Source: an optimization exercise on an open RTL-to-GDS flow (aim: small area, a short achievable clock period and few clock cycles per item). Production flows keep margins and buffers that such runs may drop. No functional check of the RTL was part of this run.

==> flow/design.v <==
`default_nettype none
package sm4TablesPkg;
  function automatic logic [1:0] gf4Mul(input logic [1:0] a, input logic [1:0] b);
    logic hh, ll, mm;
    hh = a[1] & b[1];
    ll = a[0] & b[0];
    mm = (a[1] ^ a[0]) & (b[1] ^ b[0]);
    gf4Mul = {mm ^ ll, hh ^ ll};
  endfunction
  function automatic logic [3:0] gf16Mul(input logic [3:0] a, input logic [3:0] b, input logic [1:0] nu);
    logic [1:0] hh, ll, mm;
    hh = gf4Mul(a[3:2], b[3:2]);
    ll = gf4Mul(a[1:0], b[1:0]);
    mm = gf4Mul(a[3:2] ^ a[1:0], b[3:2] ^ b[1:0]);
    gf16Mul = {mm ^ ll, gf4Mul(hh, nu) ^ ll};
  endfunction
  function automatic logic [3:0] gf16Inv2(input logic [3:0] a);
    case (a)
      4'd0: gf16Inv2 = 4'd0;
      4'd1: gf16Inv2 = 4'd1;
      4'd2: gf16Inv2 = 4'd3;
      4'd3: gf16Inv2 = 4'd2;
      4'd4: gf16Inv2 = 4'd15;
      4'd5: gf16Inv2 = 4'd12;
      4'd6: gf16Inv2 = 4'd9;
      4'd7: gf16Inv2 = 4'd11;
      4'd8: gf16Inv2 = 4'd10;
      4'd9: gf16Inv2 = 4'd6;
      4'd10: gf16Inv2 = 4'd8;
      4'd11: gf16Inv2 = 4'd7;
      4'd12: gf16Inv2 = 4'd5;
      4'd13: gf16Inv2 = 4'd14;
      4'd14: gf16Inv2 = 4'd13;
      4'd15: gf16Inv2 = 4'd4;
      default: gf16Inv2 = 4'd0;
    endcase
  endfunction
  function automatic logic [7:0] sbox(input logic [7:0] x);
    logic [7:0] t;
    logic [7:0] v;
    logic [3:0] ah, al, d, di;
    t[0] = x[1] ^ x[2] ^ x[5];
    t[1] = x[1] ^ x[4] ^ x[5] ^ x[6] ^ 1'b1;
    t[2] = x[2] ^ x[5] ^ x[7];
    t[3] = x[3] ^ x[4] ^ 1'b1;
    t[4] = x[0] ^ x[1] ^ x[2] ^ x[4] ^ x[6];
    t[5] = x[6] ^ 1'b1;
    t[6] = x[2] ^ x[7] ^ 1'b1;
    t[7] = x[0] ^ x[1] ^ x[2] ^ x[3] ^ x[4] ^ x[5] ^ x[6] ^ 1'b1;
    ah = t[7:4];
    al = t[3:0];
    d  = gf16Mul(ah, ah, 2'd2) ;
    d  = gf16Mul(d, 4'd9, 2'd2) ^ gf16Mul(ah, al, 2'd2) ^ gf16Mul(al, al, 2'd2);
    di = gf16Inv2(d);
    v  = {gf16Mul(ah, di, 2'd2), gf16Mul(ah ^ al, di, 2'd2)};
    sbox[0] = v[0] ^ v[2] ^ v[4] ^ v[6] ^ 1'b1;
    sbox[1] = v[0] ^ v[6] ^ 1'b1;
    sbox[2] = v[1] ^ v[2] ^ v[4] ^ v[5] ^ v[6];
    sbox[3] = v[0] ^ v[4] ^ v[6] ^ v[7];
    sbox[4] = v[1] ^ v[3] ^ v[7] ^ 1'b1;
    sbox[5] = v[1] ^ v[3] ^ v[5];
    sbox[6] = v[0] ^ v[1] ^ 1'b1;
    sbox[7] = v[0] ^ v[1] ^ v[2] ^ v[3] ^ v[5] ^ 1'b1;
  endfunction
  function automatic logic [31:0] ck(input logic [4:0] i);
    case (i)
      5'd0: ck = 32'h00070e15;
      5'd1: ck = 32'h1c232a31;
      5'd2: ck = 32'h383f464d;
      5'd3: ck = 32'h545b6269;
      5'd4: ck = 32'h70777e85;
      5'd5: ck = 32'h8c939aa1;
      5'd6: ck = 32'ha8afb6bd;
      5'd7: ck = 32'hc4cbd2d9;
      5'd8: ck = 32'he0e7eef5;
      5'd9: ck = 32'hfc030a11;
      5'd10: ck = 32'h181f262d;
      5'd11: ck = 32'h343b4249;
      5'd12: ck = 32'h50575e65;
      5'd13: ck = 32'h6c737a81;
      5'd14: ck = 32'h888f969d;
      5'd15: ck = 32'ha4abb2b9;
      5'd16: ck = 32'hc0c7ced5;
      5'd17: ck = 32'hdce3eaf1;
      5'd18: ck = 32'hf8ff060d;
      5'd19: ck = 32'h141b2229;
      5'd20: ck = 32'h30373e45;
      5'd21: ck = 32'h4c535a61;
      5'd22: ck = 32'h686f767d;
      5'd23: ck = 32'h848b9299;
      5'd24: ck = 32'ha0a7aeb5;
      5'd25: ck = 32'hbcc3cad1;
      5'd26: ck = 32'hd8dfe6ed;
      5'd27: ck = 32'hf4fb0209;
      5'd28: ck = 32'h10171e25;
      5'd29: ck = 32'h2c333a41;
      5'd30: ck = 32'h484f565d;
      5'd31: ck = 32'h646b7279;
      default: ck = 32'h0;
    endcase
  endfunction
  localparam logic [127:0] FK = {
    32'ha3b1bac6,
    32'h56aa3350,
    32'h677d9197,
    32'hb27022dc
  };
  function automatic logic [31:0] rotl(input logic [31:0] w, input int unsigned n);
    rotl = (w << n) | (w >> (32 - n));
  endfunction
  function automatic logic [31:0] tauSub(input logic [31:0] a);
    tauSub = {sbox(a[31:24]), sbox(a[23:16]), sbox(a[15:8]), sbox(a[7:0])};
  endfunction
  function automatic logic [31:0] dataT(input logic [31:0] x);
    logic [31:0] b;
    b = tauSub(x);
    dataT = b ^ rotl(b, 2) ^ rotl(b, 10) ^ rotl(b, 18) ^ rotl(b, 24);
  endfunction
  function automatic logic [31:0] keyT(input logic [31:0] x);
    logic [31:0] b;
    b = tauSub(x);
    keyT = b ^ rotl(b, 13) ^ rotl(b, 23);
  endfunction
endpackage
`default_nettype wire
`default_nettype none
package sm4CorePkg;
  localparam int WORD_W  = 32;
  localparam int BLOCK_W = 128;
  localparam int ROUNDS  = 32;
  localparam int ROUND_W = 5;
endpackage
`default_nettype wire
`default_nettype none
import sm4CorePkg::*;
module sm4Core (
  input  wire logic                             clk,
  input  wire logic                             rst_n,
  input  wire logic                             start,
  input  wire logic                             decrypt,
  input  wire logic [sm4CorePkg::BLOCK_W-1:0]   key,
  input  wire logic [sm4CorePkg::BLOCK_W-1:0]   textIn,
  output logic [sm4CorePkg::BLOCK_W-1:0]        textOut,
  output logic                                  done
);
  localparam logic [ROUND_W-1:0] CNT_LAST = ROUND_W'(ROUNDS - 1);
  localparam logic [1:0] PH_KEY = 2'd0;    
  localparam logic [1:0] PH_REV = 2'd1;    
  localparam logic [1:0] PH_RND = 2'd2;    
  localparam logic [WORD_W-1:0] CK0  = 32'h00070e15;
  localparam logic [WORD_W-1:0] CK1  = 32'h1c232a31;
  localparam logic [WORD_W-1:0] CK2  = 32'h383f464d;
  localparam logic [WORD_W-1:0] CK30 = 32'h484f565d;
  localparam logic [WORD_W-1:0] CK31 = 32'h646b7279;
  logic               busy;
  logic [1:0]         phase;
  logic               decMode;
  logic               valid;
  logic [ROUND_W-1:0] cnt;
  logic [ROUND_W-1:0] cntNext;
  logic [ROUND_W-1:0] ckIdx;
  logic [BLOCK_W-1:0] keyIn;
  logic               acc, hit, accMiss, encHit, decHit;
  logic               keyStep, rnd, rev, last, encLast, decLast;
  logic               step;
  logic [WORD_W-1:0]  w0, w1, w2, w3;      
  logic [WORD_W-1:0]  o0, o1, o2, o3;      
  logic [WORD_W-1:0]  x0, x1, x2, x3;      
  logic [WORD_W-1:0]  t0, t1, t2, t3;      
  logic [WORD_W-1:0]  y;                   
  logic [WORD_W-1:0]  z;                   
  logic [WORD_W-1:0]  ckNx;                
  logic [WORD_W-1:0]  ty;
  logic [WORD_W-1:0]  tk;
  assign keyIn = key ^ sm4TablesPkg::FK;
  assign {t0, t1, t2, t3} = textIn;
  assign acc     = start && !busy;
  assign hit     = valid && (keyIn == {w0, w1, w2, w3});
  assign accMiss = acc && !hit;
  assign encHit  = acc && hit && !decrypt;
  assign decHit  = acc && hit && decrypt;
  assign keyStep = busy && (phase == PH_KEY);
  assign rev     = busy && (phase == PH_REV);
  assign rnd     = busy && (phase == PH_RND);
  assign last    = rnd && (cnt == '0);
  assign encLast = last && !decMode;
  assign decLast = last && decMode;
  assign step    = encHit || keyStep || (rnd && !last);
  always_comb
  begin
    if (acc)
      cntNext = hit ? (decrypt ? CNT_LAST : ROUND_W'(1)) : '0;
    else if (!busy || last)
      cntNext = '0;
    else if (keyStep && decMode && cnt == CNT_LAST)
      cntNext = cnt;
    else if (rnd && decMode)
      cntNext = cnt - 1'b1;
    else if (rev)
      cntNext = cnt;
    else
      cntNext = cnt + 1'b1;
  end
  always_comb
  begin
    if (rev || (rnd && decMode && !last))
      ckIdx = cntNext - 1'b1;
    else
      ckIdx = cntNext + 1'b1;
  end
  always_ff @(posedge clk or negedge rst_n)
  begin
    if (!rst_n)
    begin
      busy    <= 1'b0;
      phase   <= PH_KEY;
      decMode <= 1'b0;
      valid   <= 1'b0;
      cnt     <= '0;
      done    <= 1'b0;
    end
    else
    begin
      done <= last;
      cnt  <= cntNext;
      if (acc)
      begin
        busy    <= 1'b1;
        phase   <= hit ? PH_RND : PH_KEY;
        decMode <= decrypt;
      end
      else if (last)
      begin
        busy  <= 1'b0;
        valid <= 1'b1;
      end
      else if (keyStep && (!decMode || cnt == CNT_LAST))
        phase <= decMode ? PH_REV : PH_RND;
      else if (rev)
        phase <= PH_RND;
    end
  end
  always_ff @(posedge clk)
  begin
    if (acc)
      ckNx <= hit ? (decrypt ? CK30 : CK2) : CK1;
    else
      ckNx <= sm4TablesPkg::ck(ckIdx);
  end
  assign ty = sm4TablesPkg::dataT(y);
  assign tk = sm4TablesPkg::keyT(z);
  logic [WORD_W-1:0] e0, e1, e2, e3;
  always_comb
  begin
    if (accMiss)
      {e0, e1, e2, e3} = {keyIn[127:96], keyIn[95:64], keyIn[63:32], keyIn[31:0]};
    else if (decHit)
      {e0, e1, e2, e3} = {o3, o2, o1, o0};
    else if (step)
      {e0, e1, e2, e3} = {w1, w2, w3, w0};
    else if (encLast)
      {e0, e1, e2, e3} = {o0, o1, o2, o3};
    else if (decLast)
      {e0, e1, e2, e3} = {w0, w3, w2, w1};
    else if (rev)
      {e0, e1, e2, e3} = {w3, w2, w1, w0};
    else
      {e0, e1, e2, e3} = {w0, w1, w2, w3};
  end
  always_ff @(posedge clk)
  begin
    w0 <= (tk & {WORD_W{decLast}}) ^ e0;
    w1 <= e1;
    w2 <= e2;
    w3 <= (tk & {WORD_W{step}}) ^ e3;
  end
  always_ff @(posedge clk)
  begin
    if (encHit || (keyStep && !decMode) || encLast || rev)
      {o0, o1, o2, o3} <= {w0, w1, w2, w3};
  end
  logic [WORD_W-1:0] ez;
  always_comb
  begin
    if (accMiss)
      ez = keyIn[95:64] ^ keyIn[63:32] ^ keyIn[31:0] ^ CK0;
    else if (decHit)
      ez = o0 ^ o1 ^ o2 ^ CK31;
    else if (step)
      ez = w0 ^ w2 ^ w3 ^ ckNx;
    else if (encLast)
      ez = o1 ^ o2 ^ o3 ^ CK0;
    else if (decLast)
      ez = w1 ^ w2 ^ w3 ^ CK0;
    else if (rev)
      ez = w0 ^ w1 ^ w2 ^ CK31;
    else
      ez = z;
  end
  always_ff @(posedge clk)
    z <= (tk & {WORD_W{step}}) ^ ez;
  logic [WORD_W-1:0] ey;
  logic              yKey;
  always_comb
  begin
    yKey = 1'b0;
    if (encHit)
    begin
      ey   = t1 ^ t2 ^ t3 ^ w0;
      yKey = 1'b1;
    end
    else if (decHit)
      ey = t1 ^ t2 ^ t3 ^ o3;
    else if (keyStep)
    begin
      ey   = x1 ^ x2 ^ x3 ^ w0;
      yKey = 1'b1;
    end
    else if (rev)
      ey = x1 ^ x2 ^ x3 ^ w3;
    else if (decMode)
      ey = x0 ^ x2 ^ x3 ^ w1;
    else
    begin
      ey   = x0 ^ x2 ^ x3 ^ w0;
      yKey = 1'b1;
    end
  end
  always_ff @(posedge clk)
    y <= (ty & {WORD_W{rnd}}) ^ (tk & {WORD_W{yKey}}) ^ ey;
  always_ff @(posedge clk)
  begin
    if (acc)
      {x0, x1, x2} <= {t0, t1, t2};
    else if (rnd)
      {x0, x1, x2} <= {x1, x2, x3};
  end
  always_ff @(posedge clk)
    x3 <= (ty & {WORD_W{rnd && !acc}}) ^ (acc ? t3 : (rnd ? x0 : x3));
  assign textOut = {x3, x2, x1, x0};
endmodule
`default_nettype wire
==> flow/flow/run.sh <==
#!/bin/bash
# Own layout flow: the standard flow (standard.sh), with
#  - synthesis as standard.sh does it, except for the ABC mapping script
#    (flow/abc.script) used for the logic between the registers;
#  - the ORFS knobs in flow/knobs.txt added to the layout's make call.
# Registers, their names and cells are the standard synthesis's: the
# flip-flops are mapped before ABC runs and ABC does not touch them.
# Each tool's full output goes to a log file of its own in this folder.
set -euo pipefail
here=$(pwd)
fdir=$here/flow

# synthesis script: synth_recipe.tcl with ORFS's synth.tcl swapped for a copy
# whose abc call uses flow/abc.script.
sed "s#^  log_cmd abc {\*}\$abc_args#  set abc_args [lreplace \$abc_args 1 1 $fdir/abc.script]\n  log_cmd abc {*}\$abc_args#" \
  "$FLOW_HOME/scripts/synth.tcl" > "$here/own_synth.tcl"
grep -q "abc.script" "$here/own_synth.tcl"
sed "s#\$::env(SCRIPTS_DIR)/synth.tcl#$here/own_synth.tcl#" "$here/synth_recipe.tcl" > "$here/own_synth_recipe.tcl"
grep -q "own_synth.tcl" "$here/own_synth_recipe.tcl"

knobs=()
if [[ -f $fdir/knobs.txt ]]; then
  while IFS= read -r line; do
    [[ -n "$line" && "$line" != \#* ]] && knobs+=("$line")
  done < "$fdir/knobs.txt"
fi

bash standard.sh "SYNTH_SCRIPT=$here/own_synth_recipe.tcl" synth > "$here/synth.log" 2>&1
bash standard.sh "SYNTH_SCRIPT=$here/own_synth_recipe.tcl" "${knobs[@]}" finish > "$here/layout.log" 2>&1
test -f "$here/out/final.def"
==> flow/flow/abc.script <==
&get -n
&st
&dch
&nf
&st
&syn2
&if -g -K 6
&synch2
&nf
&st
&syn2
&if -g -K 6
&synch2
&nf
&st
&syn2
&if -g -K 6
&synch2
&nf
&st
&syn2
&if -g -K 6
&synch2
&nf
&st
&syn2
&if -g -K 6
&synch2
&nf
&put
buffer -c
topo
stime -c
upsize -c
dnsize -c
==> flow/flow/knobs.txt <==
BUFFER_PORTS_ARGS=-buffer_cell sky130_fd_sc_hd__buf_1
==> flow/standard.sh <==
#!/bin/bash
# synth_recipe.tcl (not shown) runs the flow's synth.tcl, then flattens the netlist and writes it again
# the make line also repeats each setting of config.mk as NAME=value (left out here)
make -C /OpenROAD-flow-scripts/flow DESIGN_CONFIG=/design/flow/config.mk WORK_HOME=/design/flow/orfs CLKGATE_MAP_FILE= SYNTH_SCRIPT=/design/flow/synth_recipe.tcl "${@:-finish}"
==> flow/config.mk <==
export PLATFORM = sky130hd
export DESIGN_NAME = sm4Core
export DESIGN_NICKNAME = sm4Core
export VERILOG_FILES = /design/flow/design.v
export SDC_FILE = /design/flow/constraint.sdc
export NUM_CORES = 8
export LEC_CHECK = 0
export CAP_MARGIN = 20
export CORE_MARGIN = 2
export CORE_UTILIZATION = 60
export SETUP_SLACK_MARGIN = 5
export SLEW_MARGIN = 20
export TNS_END_PERCENT = 0
==> flow/constraint.sdc <==
create_clock -name core_clock -period 11.0 [get_ports {clk}]
set_input_delay 2.2000 -clock core_clock [delete_from_list [all_inputs] [get_ports {clk}]]
set_output_delay 2.2000 -clock core_clock [all_outputs]
set_load 0.01 [all_outputs]
==> impl_results.md <==
- Status: timing/DRC/antenna clean
- Final core occ: 0.715
- Iter 0 DRT Violations: 6,538
- Mapped Area: a little over 0.05 sq mm
- Vias in the first global route: 44,430
- CTS Hold Bufs: 0
- Commonest cells in the netlist: 1,011 x xnor2_1, 798 x nand2_1, 476 x xor2_1
- GR Overflow Total: 0
- R2r setup slk: about 4.6 ns
- Worst-margin pin slew: 1.16 ns
- Final Hold Viols: 0
- Rel. slew slack: 0.229
- Die Area: 0.0866 sq mm
- H-tree depth: 2
- DR vias/cell: 6.62
- TritonCTS clock tree: yes
- Num CTS Buffers: 59
- Row cnt: ~110
- Die Height: 294 um
- All-layer global routing usage: 0.469
- Via Count: a little under 50,000
- Highest Clock Rate: between 150 and 200 MHz
- Seq/Total Area, Yosys: 0.248
- Synth Area in Simple Gates: 0.146
- DRC viols: 0
- Ys async rst share: 0.0229
- Largest cells by area after synthesis: xnor2_1 18%, edfxtp_1 17%, xor2_1 8.2%
- Number of synthesized flops with an enable pin: between 200 and 300
- Largest family of logic cells by synthesized area: XOR/XNOR gates
- Yosys synthesis warning count: 1
- Later-pin clock latency in the skew report: ~0.66 ns
- First-pass GRT wire length: about 300 mm
- Clk sink count: 480
- Min-delay worst type: flop to flop
- Top cell type's share of synthesized area: 0.175
- Hold Path Cell Cnt: 0
- Critical path class: flop to flop
- IO Count: 389
- RSZ-0062 raised after global routing: true
- Number of port buffers: roughly 390
- Syn avg cell area: between 8 and 9 sq um
- Syn_nets: around 6,400
- Max cap viols: 0
- Placeable Area: 0.0836 sq mm
- Routability cong.: 1.04
- Seq cells post-synth: 480
- Crit start category: flop
- Most frequent cell after synthesis: xnor2_1
- Final worst path period share: 0.586
- CP max-delay cell: or4_1
- Cell taking the most area after synthesis: xnor2_1
- CP arrival: around 7.0 ns
- Detailed Place HPWL: between 150 and 200 mm
- Mapped Cells: ~6,000
- Yosys cell types: ~130
- Worst path top cell family by delay: XOR/XNOR gates
- Initial Utilization: 0.605
- Clk_skew: 0.0288 ns
- Largest net degree at the start of global routing: 148
- Layout Nets: approximately 6,700
- Final ANT Viol Nets: 0
- Finished Cell Area: approximately 0.060 sq mm
- Clock Tree Root: clkbuf_16
- Layout cell share with drive strength beyond 1: 0.165
- Crit path time final: approximately 6.4 ns
- Chip width: 294 um
- Buf+Inv Stages, Crit Path: 4
- Antenna violations before repair: 11
- Area post-placement: between 0.05 and 0.06 sq mm
- Number of cells on the critical path: 25
- Synth-to-Final Area Change: 18.2%
- Fin. max-slew vios: 0
- Setup TNS: 0 ns
- Post-Synth XOR/XNOR Area: 0.335
- Crit path capture type: flop
- Slowest stage delay, CP: between 0.5 and 0.6 ns
- Setup Viol. Count Final: 0
- Compound-Gate Fraction of Synth Area: 0.171
- Clock Pin Slew Worst Setup and Hold Paths: ~0.060 ns
- TritonRoute pass-1 iters: 10
- Worst R2R Path Depth: 25
- Multiplexer share of the synthesized area: 0.0302
- Crit Path Max Fanout: 5
- Bufs on Longest Clock Path: 3
- Primary FF master, synth: edfxtp_1
- Most used cell, CP: xnor2_1
- Wire per inst: between 20 and 30 um
- Drt total wl: between 200 and 250 mm
- Worst path required time: roughly 12 ns
- Adder-cell share of the synthesized area: 0.0242
layout by cell type, fill, tap and decap left out, types with 18 or more instances in the layout:
cell type / n
xnor2_1: 862
nand2_1: 777
a21oi_1: 448
xor2_1: 415
nor2_1: 391
buf_1: 384
o21ai_0: 324
edfxtp_1: 288
buf_4: 275
a211oi_1: 143
xnor2_2: 128
dfxtp_1: 126
inv_1: 109
nand3_1: 94
mux2i_1: 86
o211ai_1: 80
ha_1: 72
xnor2_4: 67
o22ai_1: 65
clkbuf_16: 64
nor2b_1: 50
xor2_2: 50
xnor3_2: 47
xnor3_1: 44
nor3_1: 39
nand2b_1: 36
nor4_1: 34
dfxtp_4: 34
nand4_1: 33
a22oi_1: 33
a221oi_1: 30
xor2_4: 29
a311oi_1: 25
a31oi_1: 22
and3_1: 21
dfxtp_2: 21
mux2_2: 20
nor2_2: 19
o221ai_1: 18
cells by family (layout without fill, tap and decap cells):
logic type / count (synthesis) / count (layout)
AND/OR/NAND/NOR: 1669 / 1669
flip-flops: 480 / 480
XOR/XNOR: 1671 / 1673
multiplexers: 133 / 133
other: 0 / 8
adder cells (fa/ha/maj): 98 / 98
buffers and inverters: 572 / 924
AO/OA/AOI/OAI: 1377 / 1378
layout make-up:
class	count	area (sq um)
Antenna cell	8	20.0
Clock buffer	80	1740
Clock inverter	32	329
Fill cell	6385	23800
Inverter	127	492
Multi-Input combinational cell	4951	39200
Sequential cell	480	12700
Tap cell	1080	1350
Timing Repair Buffer	684	3870
Timing Repair inverter	1	7.51
metal layers:
metal  wire [um]  track usage  vias to the layer above
li1            -            -                    21322
met1       75100        0.575                    23509
met2       94300        0.715                     3493
met3       25100        0.107                      963
met4       21200        0.361                        6
met5          39            0                        -
state kept, by name, summed over array words and instances, names as in the netlist, 2 cells and up:
register / flops
w2: 32
w1: 32
x1: 32
x2: 32
o2: 32
o3: 32
w3: 32
ckNx: 21
cnt: 5
y: 32
w0: 32
phase: 2
o1: 32
o0: 32
x3: 32
z: 32
x0: 32
worst paths after layout:
kind	endpoint	start
max	y[21]$_DFF_P_	y[24]$_DFF_P_
min	o3[3]$_DFFE_PP_	w3[3]$_DFF_P_
max reg2reg	y[21]$_DFF_P_	y[24]$_DFF_P_
min reg2reg	o3[3]$_DFFE_PP_	w3[3]$_DFF_P_
max in group asynchronous	decMode$_DFFE_PN0P_	rst_n
min in group asynchronous	valid$_DFFE_PN0P_	rst_n
per-stage QoR:
stage / hold WS (ns) / instances / setup slack, ns
3_5_place_dp: 0.542 / 7084 / 3.40
3_3_place_gp: 0.543 / 7084 / 3.38
6_report: 0.554 / 7443 / 4.55
4_1_cts: 0.553 / 7308 / 4.85
5_1_grt: 0.567 / 7440 / 4.43
2_1_floorplan: 0.406 / 6000 / 4.90
worst register-to-register path: cells and delay by family (launching register included):
kind                       cells  cell delay [ns]
xor gates and xnor gates      15             3.40
adders and majority gates      2             0.49
buffers and inverters          4             0.71
DFF                            1             0.36
muxes                          1             0.53
and+or+nand+nor                3             0.82
what timing repair did:
action / CTS / global route
hold endpoints to repair: 0 / 0
gates cloned: 2 / 2
pin swaps: 108 / 148
setup endpoints to repair: 245 / 283
gates resized for setup: 359 / 245
setup buffers: 110 / 125

==> static timing again, ports no longer ideal <==
In the flow no input, the clock included, has a driving cell. The finished layout below was timed again as built, in two steps.
Step 1 assumes that a clkbuf_16 drives the clock port and a buf_2 every other input.
Step 2 times the ports against the registers' clock, not the clock port: input delays grow and output delays shrink by t, the midpoint of the rising clock arrivals with the driver on.
Three values: no drivers, after step 1, after step 2; two values: the first two.
t (ns): 0.722
slack for setup (ns): 4.552 / 4.552 / 4.110
hold WS [ns]: 0.554 / 0.554 / 0.554
clock arrival spread, ns: 0.029 / 0.029
cell pins on the clock port's net: 1
After both steps this run still meets setup and hold. The setup slack of this run moves by 0.000 ns with the drivers and by -0.442 ns with both steps.
